What follows belongs to an exercise in optimizing a design on an open flow for small area; a production flow would make more cautious choices.
In this exercise RTL edits were held to simulation tests only and were not proved equivalent to the original.
No activity file was given, so power comes from the tool's default toggle rates.

==> flow/design.v <==
package rv64_alu_decode_pkg;
  localparam logic [6:0] OpcOp      = 7'b0110011;
  localparam logic [6:0] OpcOp32    = 7'b0111011;
  localparam logic [6:0] OpcOpImm   = 7'b0010011;
  localparam logic [6:0] OpcOpImm32 = 7'b0011011;
endpackage
module rv64_rf_wcell (
  input  logic we_i,
  input  logic we_n_i,
  input  logic wd_i,
  input  logic q_i,
  output logic d_o
);
  assign d_o = (we_i & wd_i) | (we_n_i & q_i);
endmodule
module rv64_rf_aoi222 (
  input  logic [2:0] s_i,
  input  logic [2:0] d_i,
  output logic       y_n_o
);
  assign y_n_o = ~|(s_i & d_i);
endmodule
module rv64_rf_nand_or #(
  parameter int unsigned N = 11
) (
  input  logic [N-1:0] t_n_i,
  output logic         y_o
);
  assign y_o = ~&t_n_i;
endmodule
module rv64_rd_bit #(
  parameter int unsigned X = 0
) (
  input  logic [32:0]  d_i,
  input  logic [32:0]  s_i,
  input  logic [X:0]   x_n_i,
  output logic         q_o
);
  logic [10:0] t_n;
  for (genvar g = 0; g < 11; g++) begin : g_aoi
    rv64_rf_aoi222 u_aoi (.s_i(s_i[3*g +: 3]), .d_i(d_i[3*g +: 3]), .y_n_o(t_n[g]));
  end
  if (X == 0) begin : g_plain
    rv64_rf_nand_or #(.N(11)) u_or (.t_n_i(t_n), .y_o(q_o));
  end else begin : g_extra
    rv64_rf_nand_or #(.N(11 + X)) u_or (.t_n_i({x_n_i[X:1], t_n}), .y_o(q_o));
  end
endmodule
module rv64_alu_decode #(
  parameter int unsigned CNT_W = 16
) (
  input  logic             clk,
  input  logic             rst,
  input  logic             inst_valid,
  output logic             inst_ready,
  input  logic [31:0]      inst,
  output logic             alu_valid,
  input  logic             alu_ready,
  output logic [63:0]      alu_a,
  output logic [63:0]      alu_b,
  output logic [2:0]       alu_op,
  output logic [4:0]       alu_rd,
  input  logic             wb_en,
  input  logic [4:0]       wb_rd,
  input  logic [63:0]      wb_data,
  output logic             illegal,
  output logic [CNT_W-1:0] illegal_count
);
  logic [6:0] opc;
  logic [2:0] f3;
  logic [6:0] f7;
  logic       is_op, is_op32, is_imm, is_imm32;
  logic       r_add, r_sub, r_sll, r_sra;
  logic       i_add, i_sll, i_sra;
  logic       legal, rtype, w;
  logic [2:0] op;
  logic [4:0] rs1, rs2, rd;
  assign opc = inst[6:0];
  assign f3  = inst[14:12];
  assign f7  = inst[31:25];
  assign rs1 = inst[19:15];
  assign rs2 = inst[24:20];
  assign rd  = inst[11:7];
  assign is_op    = opc == rv64_alu_decode_pkg::OpcOp;
  assign is_op32  = opc == rv64_alu_decode_pkg::OpcOp32;
  assign is_imm   = opc == rv64_alu_decode_pkg::OpcOpImm;
  assign is_imm32 = opc == rv64_alu_decode_pkg::OpcOpImm32;
  assign r_add = f3 == 3'b000 && f7 == 7'b0000000;
  assign r_sub = f3 == 3'b000 && f7 == 7'b0100000;
  assign r_sll = f3 == 3'b001 && f7 == 7'b0000000;
  assign r_sra = f3 == 3'b101 && f7 == 7'b0100000;
  assign i_add = f3 == 3'b000;
  assign i_sll = f3 == 3'b001 && inst[31:26] == 6'b000000 && (is_imm || !inst[25]);
  assign i_sra = f3 == 3'b101 && inst[31:26] == 6'b010000 && (is_imm || !inst[25]);
  assign rtype = (is_op || is_op32) && (r_add || r_sub || r_sll || r_sra);
  assign legal = rtype || ((is_imm || is_imm32) && (i_add || i_sll || i_sra));
  assign w     = is_op32 || is_imm32;
  assign op[2] = f3[0];
  assign op[1] = rtype ? f7[5] : f3[2];
  assign op[0] = w;
  logic [63:0] mem_q [1:31];
  logic [63:0] mem_d [1:31];
  logic [31:1] we, we_n;
  for (genvar i = 1; i < 32; i++) begin : g_word
    assign we[i]   = wb_en && wb_rd == 5'(i);
    assign we_n[i] = !we[i];
    for (genvar b = 0; b < 64; b++) begin : g_bit
      rv64_rf_wcell u_w (
        .we_i(we[i]), .we_n_i(we_n[i]), .wd_i(wb_data[b]), .q_i(mem_q[i][b]), .d_o(mem_d[i][b])
      );
    end
    always_ff @(posedge clk) mem_q[i] <= mem_d[i];
  end
  logic [31:0] pending_q;
  logic        wb_hit1, wb_hit2, rs1_busy, rs2_busy, stall, free, accept, issue;
  logic        alu_valid_q, illegal_q;
  logic [CNT_W-1:0] illegal_count_q;
  assign wb_hit1  = wb_en && wb_rd == rs1;
  assign wb_hit2  = wb_en && wb_rd == rs2;
  assign rs1_busy = pending_q[rs1] && !wb_hit1;
  assign rs2_busy = pending_q[rs2] && !wb_hit2;
  assign stall    = legal && (rs1_busy || (rtype && rs2_busy));
  assign free     = !alu_valid_q || alu_ready;
  assign inst_ready = free && !stall;
  assign accept     = inst_valid && inst_ready;
  assign issue      = accept && legal;
  always_ff @(posedge clk) begin
    if (rst) begin
      pending_q       <= '0;
      alu_valid_q     <= 1'b0;
      illegal_q       <= 1'b0;
      illegal_count_q <= '0;
    end else begin
      for (int j = 1; j < 32; j++) begin
        if (issue && rd == 5'(j)) pending_q[j] <= 1'b1;
        else if (wb_en && wb_rd == 5'(j)) pending_q[j] <= 1'b0;
      end
      pending_q[0]    <= 1'b0;
      alu_valid_q     <= issue || (alu_valid_q && !alu_ready);
      illegal_q       <= accept && !legal;
      if (accept && !legal && illegal_count_q != {CNT_W{1'b1}})
        illegal_count_q <= illegal_count_q + CNT_W'(1);
    end
  end
  logic [31:1] sel1, sel2;
  logic        sel1_wb, sel2_wb, sel2_imm, hold;
  logic        bp1, bp2;
  assign bp1      = wb_hit1 && rs1 != 5'd0;
  assign bp2      = wb_hit2 && rs2 != 5'd0;
  assign hold     = !free;
  assign sel1_wb  = free && bp1;
  assign sel2_wb  = free && rtype && bp2;
  assign sel2_imm = free && !rtype;
  for (genvar j = 1; j < 32; j++) begin : g_sel
    assign sel1[j] = free && !bp1 && rs1 == 5'(j);
    assign sel2[j] = free && rtype && !bp2 && rs2 == 5'(j);
  end
  logic [63:0] imm;
  assign imm[4:0]   = inst[24:20];
  assign imm[5]     = inst[25] && !(is_imm32 && !i_add);
  assign imm[11:6]  = i_add ? inst[31:26] : 6'd0;
  assign imm[63:12] = {52{i_add && inst[31]}};
  logic [63:0] a_d, b_d;
  logic [2:0]  alu_op_q;
  logic [4:0]  alu_rd_q;
  logic [63:0] imm_sel_n;
  assign imm_sel_n = ~({64{sel2_imm}} & imm);
  for (genvar b = 0; b < 64; b++) begin : g_bit
    logic [31:1] col;
    for (genvar j = 1; j < 32; j++) begin : g_w
      assign col[j] = mem_q[j][b];
    end
    rv64_rd_bit #(.X(0)) u_a (
      .d_i({alu_a[b], col, wb_data[b]}), .s_i({hold, sel1, sel1_wb}), .x_n_i(1'b1), .q_o(a_d[b])
    );
    rv64_rd_bit #(.X(1)) u_b (
      .d_i({alu_b[b], col, wb_data[b]}), .s_i({hold, sel2, sel2_wb}),
      .x_n_i({imm_sel_n[b], 1'b1}), .q_o(b_d[b])
    );
  end
  always_ff @(posedge clk) begin
    alu_a <= a_d;
    alu_b <= b_d;
    if (free) begin
      alu_op_q <= op;
      alu_rd_q <= rd;
    end
  end
  assign alu_valid     = alu_valid_q;
  assign alu_op        = alu_op_q;
  assign alu_rd        = alu_rd_q;
  assign illegal       = illegal_q;
  assign illegal_count = illegal_count_q;
endmodule
clock: 5.5 ns
lec_check: 0
cap_margin: 20
core_margin: 2
core_utilization: 40
cts_cluster_diameter: 100
cts_cluster_size: 25
slew_margin: 20
synth_hierarchical: 1
synth_minimum_keep_size: 0
run.sh (not shown) runs the stock make flow with config.mk's settings and CLKGATE_MAP_FILE= SYNTH_SCRIPT=/design/flow/synth_recipe.tcl, a recipe that flattens the netlist after the stock synthesis.
The baseline completed without violations.
Then changed:
==> flow/flow/run.sh (new file) <==
#!/bin/bash
# Standard ORFS layout (the standard.sh), with two changes:
#  - port buffers use sky130_fd_sc_hd__buf_1 instead of the default pick;
#  - CTS clusters 25 sinks within 100 um and inserts no dummy loads.
set -euo pipefail
export BUFFER_PORTS_ARGS="-buffer_cell sky130_fd_sc_hd__buf_1"
export CTS_ARGS="-sink_clustering_enable -repair_clock_nets -sink_clustering_size 25 -sink_clustering_max_diameter 100 -dont_use_dummy_load"
bash standard.sh synth > synth.log 2>&1
bash standard.sh > layout.log 2>&1
==> flow/standard.sh (new file) <==
#!/bin/bash
# synth_recipe.tcl (not shown) runs the flow's synth.tcl, then flattens the netlist and writes it again
# the make line also repeats each setting of config.mk as NAME=value (left out here)
make -C /OpenROAD-flow-scripts/flow DESIGN_CONFIG=/design/flow/config.mk WORK_HOME=/design/flow/orfs CLKGATE_MAP_FILE= SYNTH_SCRIPT=/design/flow/synth_recipe.tcl "${@:-finish}"
removed: flow/run.sh
Outcome:
- The new run went through all stages and came out clean
- first-iteration DRC count climbs by about 8%
- setup slack improves by 0.26 ns
- count of clock-buffer cells in the layout went down by 7
- cell area is lower by 2.9%
- sequential power stays flat
- utilization goes down by 1.3 points
- synthesized cell count is unchanged

==> what the ideal ports hide <==
How much do the figures lean on ideal ports? The routed layouts below were timed once more, with nothing changed but the port constraints.
Step 1 (the two cells are an assumption about what drives the block):
set clk [get_ports {clk}]
set_driving_cell -lib_cell sky130_fd_sc_hd__clkbuf_16 $clk
set_driving_cell -lib_cell sky130_fd_sc_hd__buf_2 [delete_from_list [all_inputs] $clk]
Step 2, shift: input delay + t, output delay - t, t = (earliest + latest rising clock arrival at the registers) / 2. This alone moves slack from input paths to output paths.
Slacks: ideal ports / drivers / drivers and shift; pairs: ideal ports / drivers.
run | t (ns) | setup slack, ns | worst hold slack (ns) | worst data-port slew with drivers (ns)
the first run | 0.907 | 0.396 / 0.343 / -0.084 | 0.498 / 0.498 / 0.498 | 0.15
the second run | 0.901 | 0.661 / 0.599 / 0.041 | 0.495 / 0.495 / 0.495 | 0.22
Met with ideal ports but missed after step 2: setup timing in the first run. The setup slack of the second run, which loses most, moves by -0.062 ns with the drivers and by -0.620 ns with both steps.
